This design comes from an exercise in tuning for small area, a short achievable clock period and few clock cycles per item on the open sky130 flow, not from production work. Only simulation tests tie the RTL to the original design; equivalence was not proved. Power and IR drop assume default switching activity.

[design/flow/config.mk]
export PLATFORM = sky130hd
export DESIGN_NAME = timed_event_queue
export DESIGN_NICKNAME = timed_event_queue
export VERILOG_FILES = /design/flow/design.v
export SDC_FILE = /design/flow/constraint.sdc
export NUM_CORES = 4
export LEC_CHECK = 0
export CAP_MARGIN = 20
export CORE_MARGIN = 2
export CORE_UTILIZATION = 60
export SETUP_SLACK_MARGIN = 4.0
export SLEW_MARGIN = 20
[design/flow/constraint.sdc]
create_clock -name core_clock -period 8.0 [get_ports {clk}]
set_input_delay 1.6000 -clock core_clock [delete_from_list [all_inputs] [get_ports {clk}]]
set_output_delay 1.6000 -clock core_clock [all_outputs]
set_load 0.01 [all_outputs]
[design/flow/design.v]
package teq_pkg;
  localparam int QUEUE_DEPTH = 16;
  localparam int MAX_POPS    = 16;
  localparam int IDX_W       = $clog2(QUEUE_DEPTH);
  localparam int CNT_W       = $clog2(QUEUE_DEPTH + 1);
  typedef logic [IDX_W-1:0] idx_t;
  typedef logic [CNT_W-1:0] cnt_t;
  typedef logic [2:0]  func_t;
  typedef logic [2:0]  status_t;
  typedef logic [31:0] qtime_t;
  typedef logic [31:0] seq_t;
  typedef logic [15:0] tag_t;
  typedef logic [4:0]  removed_t;
  localparam func_t FN_POST       = 3'd0;
  localparam func_t FN_CANCEL_ID  = 3'd1;
  localparam func_t FN_CANCEL_OBJ = 3'd2;
  localparam func_t FN_QUERY      = 3'd3;
  localparam func_t FN_ADVANCE    = 3'd4;
  localparam func_t FN_EXEC       = 3'd5;
  localparam status_t ST_OK         = 3'd0;
  localparam status_t ST_FULL       = 3'd1;
  localparam status_t ST_NOT_FOUND  = 3'd2;
  localparam status_t ST_PAST       = 3'd3;
  localparam status_t ST_NONE_READY = 3'd4;
  localparam int ENTRY_W     = 32 + 32 + 32 + 16 + 16 + 1;
  typedef struct packed {
    qtime_t due;
    qtime_t start;
    seq_t   seq;
    tag_t   object;
    tag_t   payload;
    logic   ready;
  } entry_t;
endpackage
module teq_mem (
  input  logic              clk,
  input  logic              we,
  input  teq_pkg::idx_t     waddr,
  input  teq_pkg::entry_t   wdata,
  input  logic              re,
  input  teq_pkg::idx_t     raddr,
  output teq_pkg::entry_t   rdata
);
  logic [teq_pkg::ENTRY_W-1:0] mem [0:teq_pkg::QUEUE_DEPTH-1];
  always_ff @(posedge clk) begin
    if (we) begin
      mem[waddr] <= wdata;
    end
    if (re) begin
      rdata <= mem[raddr];
    end
  end
endmodule
module timed_event_queue (
  input  logic                clk,
  input  logic                rst,
  input  logic                cmd_valid,
  output logic                cmd_ready,
  input  teq_pkg::func_t      cmd_func,
  input  teq_pkg::qtime_t     cmd_time_value,
  input  teq_pkg::seq_t       cmd_event_id,
  input  teq_pkg::tag_t       cmd_object_id,
  input  teq_pkg::tag_t       cmd_payload_handle,
  output logic                rsp_valid,
  input  logic                rsp_ready,
  output teq_pkg::status_t    rsp_status,
  output teq_pkg::seq_t       rsp_result_id,
  output logic                rsp_pending,
  output teq_pkg::qtime_t     rsp_time_left,
  output teq_pkg::qtime_t     rsp_duration,
  output teq_pkg::qtime_t     rsp_elapsed,
  output teq_pkg::tag_t       rsp_out_object,
  output teq_pkg::tag_t       rsp_out_payload,
  output teq_pkg::removed_t   rsp_removed_count,
  output logic                rsp_last
);
  localparam int N = teq_pkg::QUEUE_DEPTH;
  function automatic logic [32:0] add_pp(logic [31:0] a, logic [31:0] b, logic cin);
    logic [31:0] g, p, gg, pp;
    g  = a & b;
    p  = a ^ b;
    gg = g;
    pp = p;
    gg[0] = g[0] | (p[0] & cin);
    for (int l = 0; l < 5; l++) begin
      for (int i = 0; i < 32; i++) begin
        if ((i >> l) & 1) begin
          gg[i] = gg[i] | (pp[i] & gg[((i >> l) << l) - 1]);
          pp[i] = pp[i] & pp[((i >> l) << l) - 1];
        end
      end
    end
    add_pp = {gg[31], p ^ {gg[30:0], cin}};
  endfunction
  function automatic logic le_pp(logic [31:0] a, logic [31:0] b);
    logic [31:0] gt, lt;
    gt = a & ~b;
    lt = b & ~a;
    for (int w = 1; w < 32; w = w * 2) begin
      for (int k = 0; k < 32; k = k + 2 * w) begin
        gt[k] = gt[k + w] | (!lt[k + w] & gt[k]);
        lt[k] = lt[k + w] | (!gt[k + w] & lt[k]);
      end
    end
    le_pp = !gt[0];
  endfunction
  function automatic logic two_of(logic [N-1:0] x);
    logic any;
    any    = 1'b0;
    two_of = 1'b0;
    for (int i = 0; i < N; i++) begin
      two_of = two_of || (any && x[i]);
      any    = any || x[i];
    end
  endfunction
  logic              s_valid;
  logic              s_free;    
  teq_pkg::func_t    s_func;
  logic [31:0]       s_a;       
  teq_pkg::tag_t     s_obj;
  teq_pkg::tag_t     s_pay;
  logic              c_valid;
  teq_pkg::func_t    c_func;
  logic [31:0]       c_a;       
  logic [31:0]       c_id;      
  logic              c_ovf;     
  logic              c_past;    
  logic              c_res;     
  logic [N-1:0]      c_fid;
  teq_pkg::tag_t     c_obj;
  teq_pkg::tag_t     c_pay;
  logic [31:0]       t_c;
  logic [31:0]       e_due   [N];
  logic [31:0]       e_start [N];
  logic [31:0]       e_seq   [N];
  logic [15:0]       e_obj   [N];
  logic [15:0]       e_pay   [N];
  logic [N-1:0]      e_v;
  logic [N-1:0]      e_rdy;
  logic [N-1:0]      ord [N];
  logic [31:0]       cur_time;
  logic [31:0]       next_seq;
  logic              wrapped;   
  logic              r_valid;
  teq_pkg::status_t  r_status;
  logic [N-1:0]      r_sel_id;    
  logic [N-1:0]      r_sel_o;     
  logic [31:0]       r_due;       
  logic [31:0]       r_start;
  logic              r_pop;
  logic              r_qry;       
  logic              r_cobj;      
  logic              r_cid;       
  logic              r_last;
  logic              o_valid;
  teq_pkg::status_t  o_status;
  logic [31:0]       o_result_id;
  logic              o_pending;
  logic [31:0]       o_time_left;
  logic [31:0]       o_duration;
  logic [31:0]       o_elapsed;
  logic [15:0]       o_object;
  logic [15:0]       o_payload;
  logic [4:0]        o_removed;
  logic              o_last;
  logic is_post, is_cid, is_cobj, is_query, is_adv, is_exec;
  assign is_post  = (c_func == teq_pkg::FN_POST);
  assign is_cid   = (c_func == teq_pkg::FN_CANCEL_ID);
  assign is_cobj  = (c_func == teq_pkg::FN_CANCEL_OBJ);
  assign is_query = (c_func == teq_pkg::FN_QUERY);
  assign is_adv   = (c_func == teq_pkg::FN_ADVANCE);
  assign is_exec  = (c_func == teq_pkg::FN_EXEC);
  logic [N-1:0] bef [N];
  always_comb begin
    for (int i = 0; i < N; i++) begin
      for (int j = 0; j < N; j++) begin
        if (i < j)      bef[i][j] = ord[i][j];
        else if (i > j) bef[i][j] = !ord[j][i];
        else            bef[i][j] = 1'b1;
      end
    end
  end
  logic [N-1:0] le;         
  logic [N-1:0] hit_id;
  logic [N-1:0] hit_obj;
  logic [N-1:0] first_id;   
  logic [N-1:0] sel_id;     
  logic [N-1:0] front;
  logic [N-1:0] ord_in;
  logic [N-1:0] ord_first;
  logic [N-1:0] free1;      
  logic [N-1:0] rv;
  logic         full;
  logic         any_ready;
  logic         two_ready;
  logic         found;
  logic         need_res;
  assign full = &e_v;
  assign rv   = e_v & e_rdy;
  always_comb begin
    for (int i = 0; i < N; i++) begin
      le[i]      = c_ovf || le_pp(e_due[i], c_a);
      hit_id[i]  = e_v[i] && (e_seq[i] == c_id);
      hit_obj[i] = e_v[i] && (e_obj[i] == c_obj);
    end
    ord_in = need_res ? hit_id : e_v;
    for (int i = 0; i < N; i++) begin
      ord_first[i] = ord_in[i];
      for (int j = 0; j < N; j++) begin
        if (ord_in[j] && !bef[i][j]) ord_first[i] = 1'b0;
      end
    end
    front    = ord_first;
    first_id = ord_first;
    free1 = '0;
    for (int i = N - 1; i >= 0; i--) begin
      if (!e_v[i]) free1 = N'(1) << i;
    end
  end
  assign sel_id   = c_res ? c_fid : hit_id;
  assign found    = |hit_id;
  assign need_res = (is_cid || is_query) && !c_res && wrapped;
  assign any_ready = |rv;
  assign two_ready = two_of(rv);
  logic        o_free;
  logic        r_move;
  logic        fire;        
  logic        done;        
  logic        more;
  logic        c_take;
  logic        c_load;
  logic        src_valid;
  logic        src_post;
  logic        src_adv;
  logic        src_past;
  logic        do_post;
  teq_pkg::func_t src_func;
  logic [31:0] src_a;
  logic [31:0] src_tv;
  logic [32:0] due_sum;
  assign o_free    = !o_valid || rsp_ready;
  assign r_move    = r_valid && o_free;
  assign fire      = c_valid && (!r_valid || o_free);
  assign done      = fire && !need_res;
  assign more      = is_exec && two_ready;
  assign c_take    = !c_valid || (done && !more);
  assign cmd_ready = s_free;
  assign src_valid = s_valid || cmd_valid;
  assign c_load    = c_take && src_valid;
  assign src_func  = s_valid ? s_func : cmd_func;
  assign src_a     = s_valid ? s_a
                   : (((cmd_func == teq_pkg::FN_CANCEL_ID) || (cmd_func == teq_pkg::FN_QUERY))
                      ? cmd_event_id : cmd_time_value);
  assign src_post  = (src_func == teq_pkg::FN_POST);
  assign src_adv   = (src_func == teq_pkg::FN_ADVANCE);
  assign src_tv    = s_valid ? s_a : cmd_time_value;
  assign due_sum   = add_pp(t_c, src_tv, 1'b0);
  assign src_past  = !le_pp(t_c, src_a);
  assign do_post   = fire && is_post && !full;
  always_ff @(posedge clk) begin
    if (cmd_valid && !s_valid) begin
      s_func <= cmd_func;
      s_a    <= src_a;
      s_obj  <= cmd_object_id;
      s_pay  <= cmd_payload_handle;
    end
    if (c_load) begin
      c_func <= src_func;
      c_a    <= src_post ? due_sum[31:0] : src_tv;
      c_id   <= src_a;
      c_ovf  <= src_post && due_sum[32];
      c_past <= src_past;
      c_obj  <= s_valid ? s_obj : cmd_object_id;
      c_pay  <= s_valid ? s_pay : cmd_payload_handle;
    end
    if (c_load) c_res <= 1'b0;
    else if (need_res && fire) c_res <= 1'b1;
    if (need_res) c_fid <= first_id;
    if (fire) begin
      r_status  <= teq_pkg::ST_OK;
      r_sel_id  <= '0;
      r_sel_o   <= hit_obj;
      r_pop     <= 1'b0;
      r_qry     <= 1'b0;
      r_cobj    <= 1'b0;
      r_cid     <= 1'b0;
      r_last    <= 1'b1;
      unique case (c_func)
        teq_pkg::FN_POST: begin
          if (full) r_status <= teq_pkg::ST_FULL;
          else      r_sel_id <= free1;
        end
        teq_pkg::FN_CANCEL_ID: begin
          if (found) r_cid    <= 1'b1;
          else       r_status <= teq_pkg::ST_NOT_FOUND;
        end
        teq_pkg::FN_CANCEL_OBJ: begin
          r_cobj <= 1'b1;
          if (hit_obj == '0) r_status <= teq_pkg::ST_NOT_FOUND;
        end
        teq_pkg::FN_QUERY: begin
          if (found) r_qry    <= 1'b1;
          else       r_status <= teq_pkg::ST_NOT_FOUND;
        end
        teq_pkg::FN_ADVANCE: begin
          if (c_past) r_status <= teq_pkg::ST_PAST;
        end
        teq_pkg::FN_EXEC: begin
          if (any_ready) begin
            r_sel_id <= front;
            r_pop    <= 1'b1;
            r_last   <= !two_ready;
          end else begin
            r_status <= teq_pkg::ST_NONE_READY;
          end
        end
        default: ;
      endcase
      r_due   <= q_due;
      r_start <= q_start;
    end
    if (r_move) begin
      o_status    <= r_status;
      o_result_id <= m_seq;
      o_pending   <= r_qry;
      o_time_left <= (r_qry && q_gt) ? d_left[31:0] : '0;
      o_duration  <= r_qry ? d_dur[31:0] : '0;
      o_elapsed   <= r_qry ? d_elap[31:0] : '0;
      o_object    <= r_pop ? m_obj : '0;
      o_payload   <= r_pop ? m_pay : '0;
      o_removed   <= r_cobj ? n_rem : {4'd0, r_cid};
      o_last      <= r_last;
    end
    for (int i = 0; i < N; i++) begin
      if (do_post && free1[i]) begin
        e_due[i]   <= c_a | {32{c_ovf}};
        e_start[i] <= cur_time;
        e_seq[i]   <= next_seq;
        e_obj[i]   <= c_obj;
        e_pay[i]   <= c_pay;
      end
    end
    for (int i = 0; i < N; i++) begin
      for (int j = i + 1; j < N; j++) begin
        if (do_post && free1[j]) ord[i][j] <= le[i];
        else if (do_post && free1[i]) ord[i][j] <= !le[j];
      end
    end
    if (fire && is_adv && !c_past) e_rdy <= e_rdy | le;
    else if (do_post) e_rdy <= e_rdy & ~free1;
    if (rst) begin
      s_valid  <= 1'b0;
      s_free   <= 1'b1;
      c_valid  <= 1'b0;
      r_valid  <= 1'b0;
      o_valid  <= 1'b0;
      e_v      <= '0;
      t_c      <= '0;
      cur_time <= '0;
      next_seq <= 32'd1;
      wrapped  <= 1'b0;
    end else begin
      if (c_take) begin
        s_valid <= 1'b0;
        s_free  <= 1'b1;
      end else if (cmd_valid) begin
        s_valid <= 1'b1;
        s_free  <= 1'b0;
      end
      if (c_take) c_valid <= src_valid;
      if (c_load && src_adv && !src_past) t_c <= src_a;
      if (done) r_valid <= 1'b1;
      else if (r_move) r_valid <= 1'b0;
      if (r_move) o_valid <= 1'b1;
      else if (rsp_ready) o_valid <= 1'b0;
      if (fire && is_adv && !c_past) cur_time <= c_a;
      if (done) begin
        unique case (c_func)
          teq_pkg::FN_POST: begin
            if (!full) begin
              e_v      <= e_v | free1;
              next_seq <= (next_seq == 32'hFFFF_FFFF) ? 32'd1 : next_seq + 32'd1;
              if (next_seq == 32'hFFFF_FFFF) wrapped <= 1'b1;
            end
          end
          teq_pkg::FN_CANCEL_ID:  e_v <= e_v & ~sel_id;
          teq_pkg::FN_CANCEL_OBJ: e_v <= e_v & ~hit_obj;
          teq_pkg::FN_EXEC:       if (any_ready) e_v <= e_v & ~front;
          default: ;
        endcase
      end
    end
  end
  logic [31:0] m_seq, q_due, q_start;
  logic [15:0] m_obj, m_pay;
  logic [32:0] d_left;
  logic [32:0] d_dur;
  logic [32:0] d_elap;
  logic        q_gt;      
  logic [4:0]  n_rem;
  always_comb begin
    m_seq   = '0;
    m_obj   = '0;
    m_pay   = '0;
    q_due   = '0;
    q_start = '0;
    for (int i = 0; i < N; i++) begin
      q_due   = q_due   | (e_due[i]   & {32{sel_id[i]}});
      q_start = q_start | (e_start[i] & {32{sel_id[i]}});
      m_seq   = m_seq   | (e_seq[i]   & {32{r_sel_id[i]}});
      m_obj   = m_obj   | (e_obj[i]   & {16{r_sel_id[i]}});
      m_pay   = m_pay   | (e_pay[i]   & {16{r_sel_id[i]}});
    end
    n_rem = '0;
    for (int i = 0; i < N; i++) n_rem = n_rem + 5'(r_sel_o[i]);
  end
  assign d_left = add_pp(r_due, ~cur_time, 1'b1);
  assign d_dur  = add_pp(r_due, ~r_start, 1'b1);
  assign d_elap = add_pp(cur_time, ~r_start, 1'b1);
  assign q_gt   = !le_pp(r_due, cur_time);
  assign rsp_valid         = o_valid;
  assign rsp_status        = o_status;
  assign rsp_result_id     = o_result_id;
  assign rsp_pending       = o_pending;
  assign rsp_time_left     = o_time_left;
  assign rsp_duration      = o_duration;
  assign rsp_elapsed       = o_elapsed;
  assign rsp_out_object    = o_object;
  assign rsp_out_payload   = o_payload;
  assign rsp_removed_count = o_removed;
  assign rsp_last          = o_last;
endmodule
[design/flow/run.sh]
#!/bin/bash
# synth_recipe.tcl (not shown) runs the flow's synth.tcl, then flattens the netlist and writes it again
# the make line also repeats each setting of config.mk as NAME=value (left out here)
make -C /OpenROAD-flow-scripts/flow DESIGN_CONFIG=/design/flow/config.mk WORK_HOME=/design/flow/orfs CLKGATE_MAP_FILE= SYNTH_SCRIPT=/design/flow/synth_recipe.tcl finish
==> reports/metrics.csv, run 1 <==
metric;value;unit
drt_wl_total;490100;um
met3_length;80730;um
final_cell_mix;edfxtp_1 (2642), nand2_1 (521), a221oi_1 (450), a22o_1 (446), xor2_1 (432);
core_area;0.2117;mm2
period_share;0.5313;
slowest_delay;730;ps
switching_share;0.2406;
grt_first_pass_wirelength;674600;um
num_vias;95231;
via_per_inst;7.286;
yosysSeqAreaShare;0.6406;
hold_buffers;0;
cts_sinks;2761;
crit_arrival;4980;ps
p_switching;7.957;mW
die_height;465.1;um
p_clk_frac;0.423;
setup_viol;0;
fp.dieArea;0.2163;mm2
yosysUniqueCellTypes;97;
drive_gt1_frac;0.1206;
gr-total-overflow;0;
grt_max_degree;121;
antenna_found_initial;25;
slew_viol_final;0;
synth_nets;9880;
hp-class;flip-flop to flip-flop;
h-tree-depth;5;
cap_violations;0;
grt_pass1_vias;89819;
io_pins;275;
status;complete, no violations;
finalNonFillerCells;13070;
dpl_worst_slack;1597;ps
yosysWarnings;8;
clock.fmax;0.2353;GHz
hold_viol_final;0;
rsz0062_at_grt;yes;
power_density;224.5;mW/mm2
worst-path-buf-inv;3;
gp_congestion;1.066;
clockBufferDepth;4;
start_util;0.6026;
wl_met2;203800;um
nets;10303;
dp_hpwl;309900;um
drt-pass1-iter-count;10;
clock_latency;1000;ps
cts_made_buffers;303;
crit_type;flip-flop to flip-flop;
ant_nets;0;
io_buffers;274;
fin_area;0.1473;mm2
fin_tns_setup;0;ps
tightest_slew;1326;ps
wl_per_cell;37.50;um
end_kind;flip-flop;
slowest_stage;nor4_4;
ir_worst_vdd;258.2;uV
drt_first_iter_violations;16785;
num_rows;169;
grt_use_total;0.4415;
dpl_cell_area;0.1341;mm2
syn_area;0.1276;mm2
met1_length;176500;um
cts-root-buf;clkbuf_16;
synth-main-ff-cell;edfxtp_1;
p_comb_frac;0.089;
clk_pin_slew;70;ps
synth_edf_count;2642;
skew;78.60;ps
cts_tree;yes;
p_int;25.11;mW
area_delta_synth_final;15.47;%
cp_max_fo;16;
ys_ff_latch;2761;
synth_area_per_cell;13.31;um2
die_x;465.1;um
final.setup.worst_slack;3750;ps
postSynthCellCount;9586;
path_delay_family;simple AND/OR/NAND/NOR gates;
p_leak;50.18;nW
cp-start-kind;flip-flop;
pwr-share-seq;0.489;
period_needed;4250;ps
layout_commonest_cell;edfxtp_1;
dp.cells;12339;
ys_async_sr_fraction;0;
slew_headroom;0.1148;
cp_cell_sequence;buf_6 > xnor2_2 > nand4_1 > nor4_4 > nand3_4 > o21ai_4 > buf_12 > buf_6 > a221oi_1 > nand4_1;
drc;0;
worstPathRequired;8730;ps
highest_layer;met5;
==> routing by layer <==
layer | global-route usage | vias to the layer above
met1 | 0.6054 | 46670
met2 | 0.6221 | 8739
met5 | 0.008125 | -
met3 | 0.1659 | 1727
li1 | - | 38061
met4 | 0.2092 | 34
==> state kept, by name, indices dropped and copies added, names as in the netlist, 32 cells and up <==
signal       count
o_result_id     32
o_time_left     32
cur_time        32
e_obj          256
c_a             32
e_due          512
next_seq        32
t_c             32
o_duration      32
ord            120
o_elapsed       32
e_pay          256
e_start        512
r_due           32
c_id            32
r_start         32
s_a             32
e_seq          512
==> power by group through the flow <==
| stage | clock network (mW) | logic, mW | registers (mW) |
|---|---|---|---|
| global placement | 0 | 2.52 | 16.5 |
| detailed placement | 0 | 2.54 | 16.5 |
| finish | 14.0 | 2.93 | 16.2 |
| CTS | 13.9 | 2.72 | 16.2 |
| global route | 14.5 | 3.02 | 16.2 |
| floorplan | 0 | 1.53 | 16.4 |
==> layout make-up <==
| class | instances | area, um2 |
|---|---|---|
| clock buffer | 381 | 8142 |
| fill | 14474 | 64370 |
| tap | 2821 | 3530 |
| multi-input combinational | 5823 | 43690 |
| inverter | 416 | 1714 |
| timing repair buffer | 696 | 6824 |
| clock inverter | 148 | 1567 |
| timing repair inverter | 8 | 47.55 |
| antenna | 16 | 40.04 |
| sequential | 2761 | 81740 |
==> worst register-to-register path, stage by stage (launching register included) <==
cell and delay [ps]:
edfxtp_1 390, buf_6 210, xnor2_2 330, nand4_1 540, nor4_4 730, nand3_4 290
o21ai_4 310, buf_12 170, buf_6 420, a221oi_1 220, nand4_1 400
==> cell families (layout without fill, tap and decap cells) <==
group                    count (synthesis)  count (layout)  synth area share
adder cells (fa/ha/maj)                453             453           0.04109
buffers and inverters                 1007            1649           0.03098
other                                    0              16                 0
multiplexers                           105             105          0.008779
flip-flops                            2761            2761            0.6406
AND/OR/NAND/NOR                       1955            1959           0.07733
XOR/XNOR                               875             875           0.06008
AO/OA/AOI/OAI                         2430            2431            0.1411
==> worst paths after layout <==
path	from	endpoint	cells after the start	slack [ps]
max	c_id[12]	r_due[25]	10	3750
max reg2reg	c_id[12]	r_due[25]	10	3750
min	r_status[0]	o_status[0]	0	430
min reg2reg	r_status[0]	o_status[0]	0	430
==> through the flow <==
step                power, mW  hold WS [ps]  utilization
detailed placement      19.07         425.0       0.6334
global route            33.65         450.8       0.6957
floorplan               17.96         400.3            -
finish                  33.06         434.0       0.6959
CTS                     32.82         438.3       0.6892
global placement        19.04         443.6       0.6333
==> Yosys cell counts, types with 46 or more instances <==
master    instances  share of area
edfxtp_1       2642           0.62
nand2_1         529          0.016
xor2_1          454          0.031
a221oi_1        453          0.031
a22o_1          446          0.031
clkbuf_1        421          0.012
xnor2_1         421          0.029
inv_1           407          0.012
nor2_1          356          0.010
a21oi_1         304          0.012
o21ai_0         293          0.011
maj3_1          259          0.020
nand4_1         229          0.011
a22oi_1         188          0.011
ha_1            161          0.016
nand2b_1        161         0.0079
nand3_1         161         0.0063
nor2b_1         157         0.0077
nor4_1          129         0.0063
dfxtp_1         119          0.019
buf_1            84         0.0025
o21a_1           80         0.0047
nor3_1           79         0.0031
buf_2            77         0.0030
a31oi_1          75         0.0037
o22ai_1          73         0.0036
o31ai_1          57         0.0034
mux2_2           55         0.0049
a21o_1           52         0.0031
mux2i_1          50         0.0039
a211oi_1         46         0.0027
==> what timing repair did <==
action / 4_1_cts / 5_1_grt
setup endpoints to repair: 1521 / 639
gates resized for setup: 211 / 197
setup buffers: 116 / 53
cloned: 13 / 4
pin swaps: 48 / 68
Testbench counts, summed over its fixed seeds: cycles 3,817, commands 3,200.
==> inputs of run 2 (changes only) <==
--- a/design/flow/config.mk
+++ b/design/flow/config.mk
@@ -9,4 +9,4 @@
 export CORE_MARGIN = 2
 export CORE_UTILIZATION = 60
-export SETUP_SLACK_MARGIN = 4.0
+export SETUP_SLACK_MARGIN = 4.3
 export SLEW_MARGIN = 20
==> run 2 against run 1 <==
Net effect: hold slack improved by 3.2 ps; first-iteration DRC count increased by 5.7%; worst setup slack improved by 260 ps; synthesized cell count unchanged; critical endpoint is now r_due[11]; highest routed layer unchanged.
==> reports/metrics.csv, run 2 <==
metric;value;unit
yosysSeqAreaShare;0.6406;
yosys.area.top_type_share;0.6220;
holdPathStages;0;
synth_nets;9880;
grt_use_total;0.4451;
final_util;0.7154;
via_per_inst;7.315;
worstRegToRegCells;10;
drc;0;
fp.dieArea;0.2163;mm2
postSynthCellCount;9586;
fin_area;0.1514;mm2
gp_congestion;1.066;
p_clk_frac;0.420;
yosysUniqueCellTypes;97;
nets;10499;
grt_first_pass_wirelength;679500;um
cp_max_fo;8;
antenna_found_initial;31;
end_kind;flip-flop;
hold_buffers;0;
rsz0062_at_grt;yes;
slew_headroom;0.09553;
clk_pin_slew;60;ps
dpl_cell_area;0.1341;mm2
crit_type;flip-flop to flip-flop;
ys_ff_latch;2761;
h-tree-depth;5;
worst-path-buf-inv;2;
start_util;0.6026;
ys_async_sr_fraction;0;
min_from;r_status[0];
drt_wl_total;503500;um
area_delta_synth_final;18.71;%
hold_viol_final;0;
cts_sinks;2761;
clockBufferDepth;4;
period_share;0.4987;
io_pins;275;
crit_arrival;4660;ps
die_height;465.1;um
yosysWarnings;8;
grt_pass1_vias;90575;
whs;437.2;ps
worstPathRequired;8670;ps
clock_latency;1000;ps
cts-root-buf;clkbuf_16;
status;complete, no violations;
clock.fmax;0.2506;GHz
ant_nets;0;
cap_violations;0;
num_vias;97007;
fin_tns_setup;0;ps
cts_tree;yes;
pwr-share-seq;0.485;
skew;79.45;ps
largestRegisters;e_due (512), e_seq (512), e_start (512);
r2r-end;r_due[11];
yosys-top-cells-count;edfxtp_1 (2642), nand2_1 (529), xor2_1 (454);
power_density;219.9;mW/mm2
grt_max_degree;121;
wl_per_cell;37.96;um
slowest_stage;nor4_4;
cp_cell_sequence;buf_12 > xnor2_4 > nand4_1 > nor4_4 > nand3_4 > o21ai_4 > clkbuf_16 > a22o_1 > a221oi_1 > nand4_1;
gr-total-overflow;0;
syn_area;0.1276;mm2
ir_worst_vdd;259.7;uV
path_delay_family;simple AND/OR/NAND/NOR gates;
tightest_slew;1355;ps
slew_viol_final;0;
switching_share;0.2419;
die_x;465.1;um
layout_commonest_cell;edfxtp_1;
r2r-start;c_id[12];
p_int;25.24;mW
cts_made_buffers;303;
worst-r2r-setup-slack;4010;ps
drt_first_iter_violations;17738;
slowest_delay;720;ps
dp_hpwl;309900;um
synth_edf_count;2642;
yosysMostFrequentCell;edfxtp_1;
synth_area_per_cell;13.31;um2
drt-pass1-iter-count;8;
whs_endpoint;o_status[0];
synthTopCellsByArea;edfxtp_1 (62%), xor2_1 (3.1%), a221oi_1 (3.1%), a22o_1 (3.1%), xnor2_1 (2.9%);
setup_viol;0;
critical_path.most_common_cell;nand4_1;
core_area;0.2117;mm2
cp-start-kind;flip-flop;
final_cell_mix;edfxtp_1 (2642), nand2_1 (517), a22o_1 (443), a221oi_1 (434), buf_4 (402);
drive_gt1_frac;0.1562;
power;33.29;mW
p_leak;51.86;nW
p_comb_frac;0.095;
synth-main-ff-cell;edfxtp_1;
num_rows;169;
p_switching;8.054;mW
hp-class;flip-flop to flip-flop;
yosys.area.top_type;edfxtp_1;
period_needed;3990;ps
critical_path_depth;10;
io_buffers;274;
-- run 2: changes by cell type in the layout (fill, tap and decap cells not counted), moves of 14 or more --
cell and delta:
clkbuf_16 +14, buf_12 +30, buf_4 +79, nor4_1 -20
xnor2_1 -17, a221oi_2 +14, xor2_1 -33, buf_8 +16
o21ai_0 -15, a221oi_1 -16, buf_6 +40, xor2_2 +22
-- run 2: per-stage QoR --
step                      instances  setup WS, ps
after global placement        12339          1629
after detailed placement      12339          1597
after floorplan                9586          1607
after CTS                     13074          4135
after global routing          13252          4034
final                         13262          4010
-- run 2: cell families (layout without fill, tap and decap cells) --
logic type | after synthesis | count (layout) | synth area share
AO/OA/AOI/OAI | 2430 | 2432 | 0.1411
XOR/XNOR | 875 | 875 | 0.06008
buffers and inverters | 1007 | 1843 | 0.03098
AND/OR/NAND/NOR | 1955 | 1960 | 0.07733
other | 0 | 12 | 0
multiplexers | 105 | 105 | 0.008779
flip-flops | 2761 | 2761 | 0.6406
adder cells (fa/ha/maj) | 453 | 453 | 0.04109
-- run 2: final cells by class --
type / count / area (um2)
Antenna cell: 12 / 30.03
Clock buffer: 381 / 8142
Clock inverter: 148 / 1567
Fill cell: 14014 / 60240
Inverter: 416 / 1753
Multi-Input combinational cell: 5825 / 45210
Sequential cell: 2761 / 81760
Tap cell: 2821 / 3530
Timing Repair Buffer: 885 / 9353
Timing Repair inverter: 13 / 86.33
-- run 2: worst max-delay path by stage --
stage / startpoint / to / slack [ps]
global route: cmd_time_value[10] / c_a[22] / 4030
floorplan: rsp_ready / ord[0][9] / 1610
detailed placement: cmd_time_value[0] / c_a[30] / 1600
finish: c_id[12] / r_due[11] / 4010
global placement: cmd_time_value[0] / c_a[30] / 1630
CTS: rsp_ready / e_v[3] / 4140
-- run 2: power groups by stage --
stage | Sequential, mW | Clock (mW) | Combinational, mW
2_1_floorplan | 16.4 | 0 | 1.53
3_3_place_gp | 16.5 | 0 | 2.52
3_5_place_dp | 16.5 | 0 | 2.54
4_1_cts | 16.2 | 13.9 | 2.82
5_1_grt | 16.2 | 14.5 | 3.24
6_report | 16.2 | 14.0 | 3.16
-- run 2: routing by layer --
metal / vias up / GRT usage / routed length (um)
met2: 9262 / 0.6251 / 207600
met4: 34 / 0.2188 / 32030
li1: 38434 / - / -
met5: - / 0.007246 / 548
met3: 1882 / 0.1722 / 87230
met1: 47395 / 0.6058 / 176000
-- run 2: timing repair --
| action | in CTS | in global routing |
|---|---|---|
| pin swaps | 108 | 184 |
| setup endpoints to repair | 2100 | 998 |
| cloned | 19 | 25 |
| resized for setup | 457 | 418 |
| buffers inserted | 187 | 151 |
==> inputs of run 3 (changes only) <==
--- a/design/flow/config.mk
+++ b/design/flow/config.mk
@@ -9,4 +9,6 @@
 export CORE_MARGIN = 2
 export CORE_UTILIZATION = 60
+export CTS_CLUSTER_DIAMETER = 60
+export CTS_CLUSTER_SIZE = 20
 export SETUP_SLACK_MARGIN = 4.3
 export SLEW_MARGIN = 20
==> run 3 against run 2 <==
Net effect: via count down 1.2%; global-route usage down 0.066 points; sequential share of layout area increased by 0.90 points; sequential power barely moved; synthesized cell count unchanged; power is 11% lower; worst setup slack worse by 42 ps; sequential cell count did not move; clock-buffer cell count down 125; critical path type unchanged.
==> reports/metrics.csv, run 3 <==
metric;value;unit
status;complete, no violations;
layout_commonest_cell;edfxtp_1;
gr-total-overflow;0;
io_pins;275;
drt_first_iter_violations;18059;
slew_headroom;0.06372;
cts-root-buf;clkbuf_16;
postSynthCellCount;9586;
crit_type;flip-flop to flip-flop;
ant_nets;0;
cts_sinks;2761;
worstPathRequired;8420;ps
yosys.area.top_type_share;0.6220;
p_leak;50.45;nW
ys_ff_latch;2761;
start_util;0.6026;
ir_worst_vdd;260.9;uV
crit_arrival;4450;ps
cts_made_buffers;190;
yosysWarnings;8;
synth_area_per_cell;13.31;um2
grt_max_degree;121;
die_height;465.1;um
core_area;0.2117;mm2
clk_pin_slew;90;ps
cp_max_fo;16;
rsz0062_at_grt;yes;
power;29.70;mW
synth_nets;9880;
drt_wl_total;500600;um
clock.fmax;0.2480;GHz
final_cell_mix;edfxtp_1 (2642), nand2_1 (517), a22o_1 (442), buf_4 (438), a221oi_1 (431);
h-tree-depth;4;
clockBufferDepth;3;
dpl_cell_area;0.1341;mm2
synthTopCellsByArea;edfxtp_1 (62%), xor2_1 (3.1%), a221oi_1 (3.1%), a22o_1 (3.1%), xnor2_1 (2.9%);
period_share;0.5040;
yosysUniqueCellTypes;97;
drive_gt1_frac;0.1543;
fp.dieArea;0.2163;mm2
cp-start-kind;flip-flop;
grt_pass1_vias;89576;
clock_latency;920;ps
num_vias;95861;
end_kind;flip-flop;
grt_use_total;0.4445;
num_rows;169;
slew_viol_final;0;
period_needed;4032;ps
yosysSeqAreaShare;0.6406;
n_fill_cell;14251;
ys_async_sr_fraction;0;
skew;45.57;ps
hp-class;flip-flop to flip-flop;
synth-main-ff-cell;edfxtp_1;
drt-pass1-iter-count;8;
io_buffers;274;
grt_first_pass_wirelength;678300;um
gp_congestion;1.066;
whs;440.1;ps
cap_violations;0;
area_delta_synth_final;16.77;%
tightest_slew;1390;ps
die_x;465.1;um
power_density;199.4;mW/mm2
cts_tree;yes;
via_per_inst;7.299;
dp_hpwl;309900;um
yosys-top-cells-count;edfxtp_1 (2642), nand2_1 (529), xor2_1 (454);
yosysMostFrequentCell;edfxtp_1;
yosys.area.top_type;edfxtp_1;
largestRegisters;e_due (512), e_seq (512), e_start (512);
synth_edf_count;2642;
setup_viol;0;
fin_tns_setup;0;ps
wl_per_cell;38.11;um
nets;10427;
fin_area;0.1489;mm2
dp.cells;12339;
syn_area;0.1276;mm2
hold_viol_final;0;
finalNonFillerCells;13134;
drc;0;
antenna_found_initial;35;
-- run 3: cell count changes in the layout (fill, tap and decap cells not counted), moves of 12 or more --
cell	previous run	this run
buf_12	81	93
clkbuf_16	324	209
o21ai_2	24	39
a21oi_1	286	270
clkinv_1	44	4
nand3_1	151	133
buf_4	402	438
a21oi_2	14	26
bufinv_16	29	8
buf_6	79	61
clkinv_2	46	12
clkinv_8	5	19
clkbuf_8	18	6
-- run 3: cells by family after synthesis --
family | count (synthesis) | share of synthesized area
fa+ha+maj | 453 | 0.04109
simple gates | 1955 | 0.07733
xor+xnor | 875 | 0.06008
compound gates | 2430 | 0.1411
flops | 2761 | 0.6406
mux | 105 | 0.008779
buf+inv | 1007 | 0.03098
-- run 3: final timing paths --
kind,cells past startpoint,slack [ps],start,to
min,0,440,r_status[0],o_status[0]
max,11,3970,c_id[27],r_due[24]
min reg2reg,0,440,r_status[0],o_status[0]
max reg2reg,11,3970,c_id[27],r_due[24]
-- run 3: metrics by stage --
| step | utilization | worst slack (ps) |
|---|---|---|
| 2_1_floorplan | - | 1607 |
| 3_3_place_gp | 0.6333 | 1629 |
| 3_5_place_dp | 0.6334 | 1597 |
| 4_1_cts | 0.6839 | 4095 |
| 5_1_grt | 0.7035 | 3962 |
| 6_report | 0.7037 | 3968 |
-- run 3: area by class of cell --
class | instances | area, um2 | area share
flip-flops and latches | 2761 | 81760 | 0.5489
clock inverters | 96 | 1180 | 0.007922
multi-input cells | 5826 | 45550 | 0.3058
inverters | 416 | 1763 | 0.01184
diodes | 20 | 50.05 | 0.0003360
repair buffers | 925 | 9908 | 0.06652
clock buffers | 256 | 5119 | 0.03437
repair inverters | 13 | 83.83 | 0.0005628
well taps | 2821 | 3530 | 0.02370
-- run 3: timing repair --
action / CTS / global route
setup buffers: 211 / 166
pin swaps: 130 / 214
resized for setup: 507 / 498
endpoints found under the hold margin: 0 / 0
cloned: 25 / 21
hold buffers: 0 / 0
setup endpoints to repair: 2157 / 1182
-- run 3: metal layers --
layer  vias to the layer above  global-route usage  part of all wire
met5                         -            0.004831            0.0010
met4                        32              0.2164             0.064
met3                      1806              0.1705              0.17
met2                      8892              0.6257              0.41
met1                     46879              0.6056              0.35
li1                      38252                   -                 -
-- run 3: worst max-delay path: stages (launching register included) --
cell and delay, ps:
edfxtp_1 350, buf_6 280, xor2_1 490, nor4_2 130, nand4_1 280, or3_4 230
o21ai_4 110, buf_6 190, clkbuf_16 170, a22o_1 230, a221oi_1 380, nand4_1 660
-- run 3: report_power, final --
group | internal [mW] | switching [mW]
registers | 16.0 | 0.144
clock network | 4.94 | 5.41
logic | 1.11 | 2.11
total | 22.0 | 7.66
==> inputs of run 4 (changes only) <==
--- a/design/flow/config.mk
+++ b/design/flow/config.mk
@@ -11,4 +11,4 @@
 export CTS_CLUSTER_DIAMETER = 60
 export CTS_CLUSTER_SIZE = 20
-export SETUP_SLACK_MARGIN = 4.3
+export SETUP_SLACK_MARGIN = 4.0
 export SLEW_MARGIN = 20
==> run 4 against run 3 <==
Net effect: still clean; maximum frequency decreased by 4.6%; critical path depth decreased by 1; sequential power about the same; highest routed layer unchanged; global-route usage decreased by 0.59 points; die area unchanged; sequential share of layout area increased by 1.9 points; cell area decreased by 3.4%; sequential cell count unchanged; worst setup slack got worse by 200 ps; register-to-register slack got worse by 200 ps; combinational power decreased by 9.0%.
==> reports/metrics.csv, run 4 <==
metric;value;unit
status;complete, no violations;
die_x;465.1;um
cts_tree;yes;
ys_async_sr_fraction;0;
dpl_cell_area;0.1341;mm2
fin_tns_setup;0;ps
slew_viol_final;0;
path_delay_family;simple AND/OR/NAND/NOR gates;
final_util;0.6798;
layout_commonest_cell;edfxtp_1;
yosysWarnings;8;
worstPathRequired;8610;ps
worst-path-buf-inv;2;
drc;0;
crit_arrival;4840;ps
r2r-start;c_id[15];
period_share;0.5286;
nets;10193;
critical_path.most_common_cell;nand4_1;
setup_viol;0;
clock_latency;920;ps
core_area;0.2117;mm2
critPathLaunch;c_id[15];
drt_first_iter_violations;17334;
grt_pass1_vias;88469;
hp-class;flip-flop to flip-flop;
wl_per_cell;37.80;um
synth_nets;9880;
grt_first_pass_wirelength;669800;um
yosysSeqAreaShare;0.6406;
drt-pass1-iter-count;8;
cts_made_buffers;190;
antenna_found_initial;22;
n_fill_cell;14857;
crit_type;flip-flop to flip-flop;
syn_area;0.1276;mm2
via_per_inst;7.319;
grt_use_total;0.4386;
drt_wl_total;487400;um
fp.dieArea;0.2163;mm2
yosysMostFrequentCell;edfxtp_1;
area_delta_synth_final;12.80;%
pwr-share-seq;0.549;
hold_viol_final;0;
ys_ff_latch;2761;
io_buffers;274;
yosysUniqueCellTypes;97;
min_from;r_status[0];
gp_congestion;1.066;
end_kind;flip-flop;
start_util;0.6026;
io_pins;275;
critical_path_depth;10;
drive_gt1_frac;0.1085;
whs;442.9;ps
cts-root-buf;clkbuf_16;
hold_buffers;0;
die_height;465.1;um
p_int;21.88;mW
synth_edf_count;2642;
synth_area_per_cell;13.31;um2
ir_worst_vdd;262.1;uV
power_density;204.4;mW/mm2
clk_pin_slew;80;ps
synthTopCellsByArea;edfxtp_1 (62%), xor2_1 (3.1%), a221oi_1 (3.1%), a22o_1 (3.1%), xnor2_1 (2.9%);
h-tree-depth;4;
skew;42.37;ps
cp_cell_sequence;buf_4 > xor2_1 > nor4_2 > nand4_1 > or4_1 > o21ai_4 > clkbuf_8 > a22o_1 > a221oi_1 > nand4_1;
switching_share;0.2560;
dp_hpwl;309900;um
cp-start-kind;flip-flop;
slew_headroom;0.09332;
clockBufferDepth;3;
synth-main-ff-cell;edfxtp_1;
final_cell_mix;edfxtp_1 (2642), nand2_1 (520), a221oi_1 (451), a22o_1 (446), xor2_1 (438);
ant_nets;0;
slowest_delay;770;ps
cp_max_fo;25;
p_leak;48.42;nW
finalNonFillerCells;12894;
dp.cells;12339;
p_comb_frac;0.100;
rsz0062_at_grt;yes;
yosys.area.top_type;edfxtp_1;
slowest_stage;or4_1;
tightest_slew;1358;ps
p_clk_frac;0.352;
num_rows;169;
cts_sinks;2761;
clock.fmax;0.2365;GHz
period_needed;4229;ps
largestRegisters;e_due (512), e_seq (512), e_start (512);
gr-total-overflow;0;
fin_area;0.1439;mm2
yosys-top-cells-count;edfxtp_1 (2642), nand2_1 (529), xor2_1 (454);
postSynthCellCount;9586;
yosys.area.top_type_share;0.6220;
worstRegToRegCells;10;
cap_violations;0;
num_vias;94376;
grt_max_degree;121;
holdPathStages;0;
p_switching;7.529;mW
-- run 4: cell counts after synthesis --
Identical to the previous run, type by type.
-- run 4: final timing paths --
check / endpoint / slack, ps
worst max-delay path: r_due[6] / 3770
worst min-delay path: o_status[0] / 440
worst max register to register: r_due[6] / 3770
worst min register to register: o_status[0] / 440
-- run 4: repair_timing --
action,in CTS,in global routing
buffers inserted,120,47
hold endpoints to repair,0,0
setup endpoints to repair,1611,975
gates resized for setup,231,177
cloned,13,9
pin swaps,59,67
-- run 4: through the flow --
| stage | worst slack (ps) | total power [mW] |
|---|---|---|
| after CTS | 3881 | 29.15 |
| after detailed placement | 1597 | 19.07 |
| final | 3771 | 29.41 |
| after global routing | 3860 | 29.95 |
| after floorplan | 1607 | 17.96 |
| after global placement | 1629 | 19.04 |
-- run 4: cell type report --
| cell class | count | area, um2 | share of cell area |
|---|---|---|---|
| clock inverter | 96 | 1180 | 0.008200 |
| tap | 2821 | 3530 | 0.02453 |
| sequential | 2761 | 81740 | 0.5681 |
| inverter | 416 | 1714 | 0.01191 |
| clock buffer | 256 | 5119 | 0.03558 |
| timing repair buffer | 697 | 6962 | 0.04838 |
| antenna | 14 | 35.03 | 0.0002435 |
| multi-input combinational | 5823 | 43540 | 0.3026 |
| timing repair inverter | 10 | 57.56 | 0.0004000 |
-- run 4: worst register-to-register path, stage by stage, from the launching register on --
cell,delay (ps)
edfxtp_1,380
buf_4,260
xor2_1,240
nor4_2,530
nand4_1,250
or4_1,770
o21ai_4,200
clkbuf_8,360
a22o_1,300
a221oi_1,90
nand4_1,550
-- run 4: per-layer routing --
layer | global-route usage | vias to the layer above | wire length (um)
li1 | - | 37774 | -
met1 | 0.6064 | 46543 | 176800
met2 | 0.6199 | 8374 | 202000
met3 | 0.1570 | 1661 | 79550
met4 | 0.2039 | 24 | 28490
met5 | 0.01164 | - | 527
-- run 4: cells by family (layout without fill, tap and decap cells) --
group	Yosys count	count (layout)	share of synthesized area
compound gates	2430	2431	0.1411
xor+xnor	875	875	0.06008
fa+ha+maj	453	453	0.04109
buf+inv	1007	1475	0.03098
flops	2761	2761	0.6406
mux	105	105	0.008779
other cells	0	14	0
simple gates	1955	1959	0.07733
-- run 4: power groups by stage --
stage	sequential (mW)	combinational (mW)	clock, mW
2_1_floorplan	16.4	1.53	0
3_3_place_gp	16.5	2.52	0
3_5_place_dp	16.5	2.54	0
4_1_cts	16.1	2.73	10.3
5_1_grt	16.2	3.02	10.8
6_report	16.1	2.93	10.3
==> inputs of run 5 (changes only) <==
--- a/design/flow/config.mk
+++ b/design/flow/config.mk
@@ -8,5 +8,5 @@
 export CAP_MARGIN = 20
 export CORE_MARGIN = 2
-export CORE_UTILIZATION = 60
+export CORE_UTILIZATION = 68
 export CTS_CLUSTER_DIAMETER = 60
 export CTS_CLUSTER_SIZE = 20
==> run 5 against run 4 <==
Net effect: still clean; clock-buffer cell count shrank 17; register-to-register slack lost 180 ps; cell count shrank 2.8%; sequential cell count is the same; worst setup slack lost 180 ps; maximum frequency shrank 4.1%; power shrank 0.63%; sequential power is essentially flat; cell area shrank 0.37%; hold slack lost 4.3 ps; non-clock buffer count shrank 5; critical endpoint is now r_due[13]; largest power group unchanged.
==> reports/metrics.csv, run 5 <==
metric;value;unit
status;complete, no violations;
period_share;0.5514;
fp.dieArea;0.1911;mm2
clockBufferDepth;3;
power_density;203.9;mW/mm2
fin_tns_setup;0;ps
ir_worst_vdd;216.3;uV
tightest_slew;1241;ps
hold_buffers;0;
yosys.area.top_type;edfxtp_1;
io_buffers;274;
slew_headroom;0.1718;
grt_first_pass_wirelength;655500;um
start_util;0.6864;
die_height;437.1;um
h-tree-depth;4;
grt_max_degree;122;
ys_ff_latch;2761;
final_cell_mix;edfxtp_1 (2642), nand2_1 (523), a221oi_1 (453), a22o_1 (446), xor2_1 (429);
die_x;437.1;um
worstRegToRegCells;12;
core_area;0.1858;mm2
wl_per_cell;38.00;um
min_from;r_status[1];
p_comb_frac;0.101;
whs_endpoint;o_status[1];
yosys.area.top_type_share;0.6220;
postSynthCellCount;9586;
worst-r2r-setup-slack;3590;ps
cts_tree;yes;
grt_pass1_vias;90558;
crit_type;flip-flop to flip-flop;
yosysMostFrequentCell;edfxtp_1;
cts_sinks;2761;
dpl_worst_slack;1677;ps
crit_arrival;4980;ps
p_leak;48.38;nW
slowest_delay;710;ps
hp-class;flip-flop to flip-flop;
power;29.22;mW
yosysWarnings;8;
cp_cell_sequence;buf_12 > buf_4 > xnor2_2 > nand4_1 > nor4_1 > nand3_2 > o21ai_4 > buf_12 > buf_6 > a22o_1 > a221oi_1 > nand4_1;
r2r-end;r_due[13];
skew;52.10;ps
syn_area;0.1276;mm2
final.setup.worst_slack;3589;ps
ys_async_sr_fraction;0;
n_fill_cell;11069;
pwr-share-seq;0.552;
clk_pin_slew;80;ps
rsz0062_at_grt;yes;
period_needed;4411;ps
yosysUniqueCellTypes;97;
drive_gt1_frac;0.1084;
grt_use_total;0.4843;
drt_wl_total;476200;um
r2r-start;c_id[16];
antenna_found_initial;25;
clock.fmax;0.2267;GHz
synthTopCellsByArea;edfxtp_1 (62%), xor2_1 (3.1%), a221oi_1 (3.1%), a22o_1 (3.1%), xnor2_1 (2.9%);
cts-root-buf;clkbuf_16;
num_rows;158;
synth-main-ff-cell;edfxtp_1;
drc;0;
synth_edf_count;2642;
yosysSeqAreaShare;0.6406;
p_switching;7.429;mW
yosys-top-cells-count;edfxtp_1 (2642), nand2_1 (529), xor2_1 (454);
gp_congestion;1.088;
cp_max_fo;20;
area_delta_synth_final;12.39;%
slew_viol_final;0;
via_per_inst;7.668;
switching_share;0.2542;
worstPathRequired;8570;ps
num_vias;96097;
dp_hpwl;299500;um
gr-total-overflow;0;
io_pins;275;
synth_nets;9880;
setup_viol;0;
p_clk_frac;0.347;
slowest_stage;nand4_1;
clock_latency;930;ps
ant_nets;0;
largestRegisters;e_due (512), e_seq (512), e_start (512);
synth_area_per_cell;13.31;um2
layout_commonest_cell;edfxtp_1;
nets;10183;
cp-start-kind;flip-flop;
drt-pass1-iter-count;8;
cap_violations;0;
hold_viol_final;0;
cts_made_buffers;186;
drt_first_iter_violations;19793;
holdPathStages;0;
p_int;21.79;mW
end_kind;flip-flop;
## run 5: how the worst max path moves through the flow
stage | endpoint | startpoint
4_1_cts | r_due[13] | c_id[3]
5_1_grt | c_a[30] | cmd_time_value[0]
6_report | r_due[13] | c_id[16]
3_5_place_dp | c_a[30] | cmd_time_value[0]
3_3_place_gp | c_a[31] | cmd_time_value[0]
2_1_floorplan | ord[0][9] | rsp_ready
## run 5: power groups by stage
stage               Clock [mW]  Combinational, mW  Sequential (mW)
global route              10.5               2.99             16.2
finish                    10.1               2.94             16.1
detailed placement           0               2.48             16.5
floorplan                    0               1.53             16.4
global placement             0               2.43             16.5
CTS                       10.0               2.68             16.1
## run 5: worst max-delay path: cells and delay by family (launching register included)
kind / cells / cell delay, ps
flops: 1 / 470
buf+inv: 4 / 860
xor+xnor: 1 / 340
simple gates: 4 / 1870
compound gates: 3 / 480
## run 5: what timing repair did
action	in CTS	in global routing
gates resized for setup	234	201
pin swaps	44	60
gates cloned	14	11
setup buffers	113	48
hold endpoints to repair	0	0
endpoints found under the setup margin	1375	1020
## run 5: stage by stage
| stage | std cells | hold WS, ps | util | cell area [um2] |
|---|---|---|---|---|
| floorplan | 9586 | 400.3 | - | 127700 |
| CTS | 12455 | 434.2 | 0.7626 | 141700 |
| finish | 12532 | 438.6 | 0.7714 | 143400 |
| global placement | 11991 | 420.6 | 0.7178 | 133400 |
| global route | 12518 | 445.5 | 0.7713 | 143300 |
| detailed placement | 11994 | 420.3 | 0.7182 | 133500 |
## run 5: final cells by class
cell class / instances / area (um2) / share of cell area
Antenna cell: 17 / 42.54 / 0.0002967
Clock buffer: 239 / 4977 / 0.03472
Timing Repair Buffer: 692 / 6945 / 0.04845
Timing Repair inverter: 10 / 52.55 / 0.0003666
Sequential cell: 2761 / 81750 / 0.5702
Inverter: 416 / 1723 / 0.01202
Multi-Input combinational cell: 5822 / 43600 / 0.3041
Tap cell: 2480 / 3103 / 0.02165
Clock inverter: 95 / 1167 / 0.008143
## run 5: routing by layer
layer  GRT usage  share of wire  up-vias
met5    0.009073         0.0013        -
met4      0.2616          0.071       28
met3      0.2244           0.19     2201
met2      0.6712           0.41     9908
met1      0.6344           0.33    46230
li1            -              -    37730
## run 5: cell families after synthesis
kind of cell	after synthesis	synth area share
flops	2761	0.6406
fa+ha+maj	453	0.04109
xor+xnor	875	0.06008
compound gates	2430	0.1411
buf+inv	1007	0.03098
mux	105	0.008779
simple gates	1955	0.07733
==> inputs of run 6 (changes only) <==
--- a/design/flow/config.mk
+++ b/design/flow/config.mk
@@ -8,7 +8,7 @@
 export CAP_MARGIN = 20
 export CORE_MARGIN = 2
-export CORE_UTILIZATION = 68
+export CORE_UTILIZATION = 60
 export CTS_CLUSTER_DIAMETER = 60
 export CTS_CLUSTER_SIZE = 20
-export SETUP_SLACK_MARGIN = 4.0
+export SETUP_SLACK_MARGIN = 4.5
 export SLEW_MARGIN = 20
==> run 6 against run 5 <==
Net effect: still clean; wire length up 12%; sequential share of layout area down 4.5 points; via count up 3.8%; power up 2.6%; cell area up 8.5%; non-clock buffer count up 478; sequential cell count unchanged; critical path depth unchanged; maximum frequency up 10%.
==> reports/metrics.csv, run 6 <==
metric;value;unit
cts_made_buffers;190;
grt_max_degree;121;
slowest_delay;640;ps
clockBufferDepth;3;
gr-total-overflow;0;
largestRegisters;e_due (512), e_seq (512), e_start (512);
ir_worst_vdd;254.5;uV
slew_headroom;0.1062;
fin_tns_setup;0;ps
cp_max_fo;16;
grt_use_total;0.4667;
hold_viol_final;0;
layout_commonest_cell;edfxtp_1;
final.setup.worst_slack;3989;ps
power_density;192.7;mW/mm2
hp-class;flip-flop to flip-flop;
cp-start-kind;flip-flop;
die_x;465.1;um
area_delta_synth_final;21.96;%
skew;50.38;ps
cp_cell_sequence;buf_6 > xor2_1 > nor4_2 > nand4_1 > or4_4 > o21ai_4 > buf_12 > buf_12 > buf_16 > a22o_1 > a221oi_2 > nand4_1;
gp_congestion;1.066;
synth_edf_count;2642;
cts_sinks;2761;
yosys-top-cells-count;edfxtp_1 (2642), nand2_1 (529), xor2_1 (454);
cts-root-buf;clkbuf_16;
num_rows;169;
h-tree-depth;4;
rsz0062_at_grt;yes;
wl_per_cell;39.82;um
yosysSeqAreaShare;0.6406;
via_per_inst;7.456;
highest_layer;met5;
clk_pin_slew;80;ps
yosys.area.top_type;edfxtp_1;
drc;0;
worstPathRequired;8410;ps
drt-pass1-iter-count;8;
slowest_stage;nand4_1;
final_cell_mix;edfxtp_1 (2642), nand2_1 (511), buf_4 (446), a22o_1 (439);
syn_area;0.1276;mm2
yosysWarnings;8;
fp.dieArea;0.2163;mm2
tightest_slew;1339;ps
slew_viol_final;0;
nets;10679;
clock.fmax;0.2493;GHz
setup_viol;0;
met3_length;95450;um
io_buffers;274;
status;complete, no violations;
grt_first_pass_wirelength;706300;um
drt_first_iter_violations;19788;
clock_latency;910;ps
drt_wl_total;532800;um
synth-main-ff-cell;edfxtp_1;
antenna_found_initial;33;
core_area;0.2117;mm2
p_leak;53.09;nW
met1_length;179800;um
start_util;0.6026;
crit_type;flip-flop to flip-flop;
final_util;0.7350;
yosys.area.top_type_share;0.6220;
end_kind;flip-flop;
postSynthCellCount;9586;
path_delay_family;simple AND/OR/NAND/NOR gates;
period_needed;4011;ps
die_height;465.1;um
synthTopCellsByArea;edfxtp_1 (62%), xor2_1 (3.1%), a221oi_1 (3.1%), a22o_1 (3.1%), xnor2_1 (2.9%);
synth_nets;9880;
yosysMostFrequentCell;edfxtp_1;
n_fill_cell;13412;
dp_hpwl;309900;um
ys_async_sr_fraction;0;
cap_violations;0;
yosysUniqueCellTypes;97;
ant_nets;0;
num_vias;99773;
grt_pass1_vias;91898;
period_share;0.5014;
wl_met2;216600;um
synth_area_per_cell;13.31;um2
ys_ff_latch;2761;
worst-path-buf-inv;4;
crit_arrival;4420;ps
io_pins;275;
cts_tree;yes;
drive_gt1_frac;0.2009;
dpl_worst_slack;1597;ps
## run 6: cell type report
class	count	area, um2	share of cell area
clock buffer	256	5119	0.03290
inverter	416	1768	0.01136
tap	2821	3530	0.02269
multi-input combinational	5828	47540	0.3056
antenna	15	37.54	0.0002413
sequential	2761	81780	0.5257
timing repair inverter	18	122.6	0.0007882
timing repair buffer	1170	14490	0.09312
clock inverter	96	1180	0.007584
## run 6: worst reg2reg max path: stages, from the launching register on
cell and delay, ps:
edfxtp_1 360, buf_6 290, xor2_1 620, nor4_2 160
nand4_1 190, or4_4 210, o21ai_4 80, buf_12 170
buf_12 140, buf_16 150, a22o_1 240, a221oi_2 300
nand4_1 640
## run 6: path summary, 6_finish.rpt
path               start     endpoint  slack (ps)  cells after the start
max reg2reg     c_id[11]     r_due[3]        3990                     12
min reg2reg  r_status[0]  o_status[0]         440                      0
min          r_status[0]  o_status[0]         440                      0
max             c_id[11]     r_due[3]        3990                     12
## run 6: stage by stage
step | cell area, um2 | hold slack [ps] | total power [mW] | std cells
global route | 155500 | 457.3 | 30.47 | 13367
global placement | 134100 | 443.6 | 19.04 | 12339
detailed placement | 134100 | 425.0 | 19.07 | 12339
finish | 155600 | 443.8 | 29.98 | 13381
CTS | 149400 | 443.4 | 29.43 | 13112
floorplan | 127700 | 400.3 | 17.96 | 9586
## run 6: logic make-up (layout without fill, tap and decap cells)
kind of cell / count (synthesis) / after routing / share of synthesized area
AO/OA/AOI/OAI: 2430 / 2431 / 0.1411
XOR/XNOR: 875 / 875 / 0.06008
adder cells (fa/ha/maj): 453 / 453 / 0.04109
buffers and inverters: 1007 / 1956 / 0.03098
flip-flops: 2761 / 2761 / 0.6406
multiplexers: 105 / 105 / 0.008779
other: 0 / 15 / 0
AND/OR/NAND/NOR: 1955 / 1964 / 0.07733
## run 6: report_power, final
group	internal, mW	leakage, nW	switching (mW)
Combinational	1.25	25.2	2.23
Sequential	16.0	24.9	0.141
Clock	4.94	3.01	5.43
Total	22.2	53.1	7.81
## run 6: timing repair
item	CTS	global route
gates resized for setup	955	720
setup buffers	348	208
pin swaps	245	364
hold buffers	0	0
setup endpoints to repair	2437	1374
gates cloned	73	45
## run 6: per-layer routing
layer	GRT usage	vias to the layer above
li1	-	38791
met1	0.6181	48600
met2	0.6448	10005
met3	0.1968	2347
met4	0.2674	30
met5	0.002635	-

## afterwards: timing with drivers on the ports
How much do the figures lean on ideal ports? The routed layouts below were timed once more, with nothing changed but the port constraints.
Step 1 assumes that a clkbuf_16 drives the clock port and a buf_2 every other input.
Step 2, shift: input delay + t, output delay - t, t = (earliest + latest rising clock arrival at the registers) / 2. This alone moves slack from input paths to output paths.
Three values: ideal, step 1, step 2; two values: the first two.
run	shift t [ns]	setup slack, ns	worst hold slack (ns)	worst setup path at the end
run 1	1.071	3.750 / 3.750 / 2.924	0.434 / 0.434 / 0.434	input to register
run 2	1.063	4.010 / 4.010 / 3.155	0.437 / 0.437 / 0.437	input to register
run 3	0.992	3.968 / 3.968 / 3.152	0.440 / 0.440 / 0.440	input to register
run 4	0.996	3.771 / 3.771 / 2.943	0.443 / 0.443 / 0.443	input to register
run 5	0.990	3.589 / 3.589 / 3.009	0.439 / 0.439 / 0.439	input to register
run 6	0.987	3.989 / 3.989 / 3.122	0.444 / 0.444 / 0.444	input to register
After both steps setup and hold are still met in every run listed. The setup slack of run 6, which loses most, moves by 0.000 ns with the drivers and by -0.867 ns with both steps.
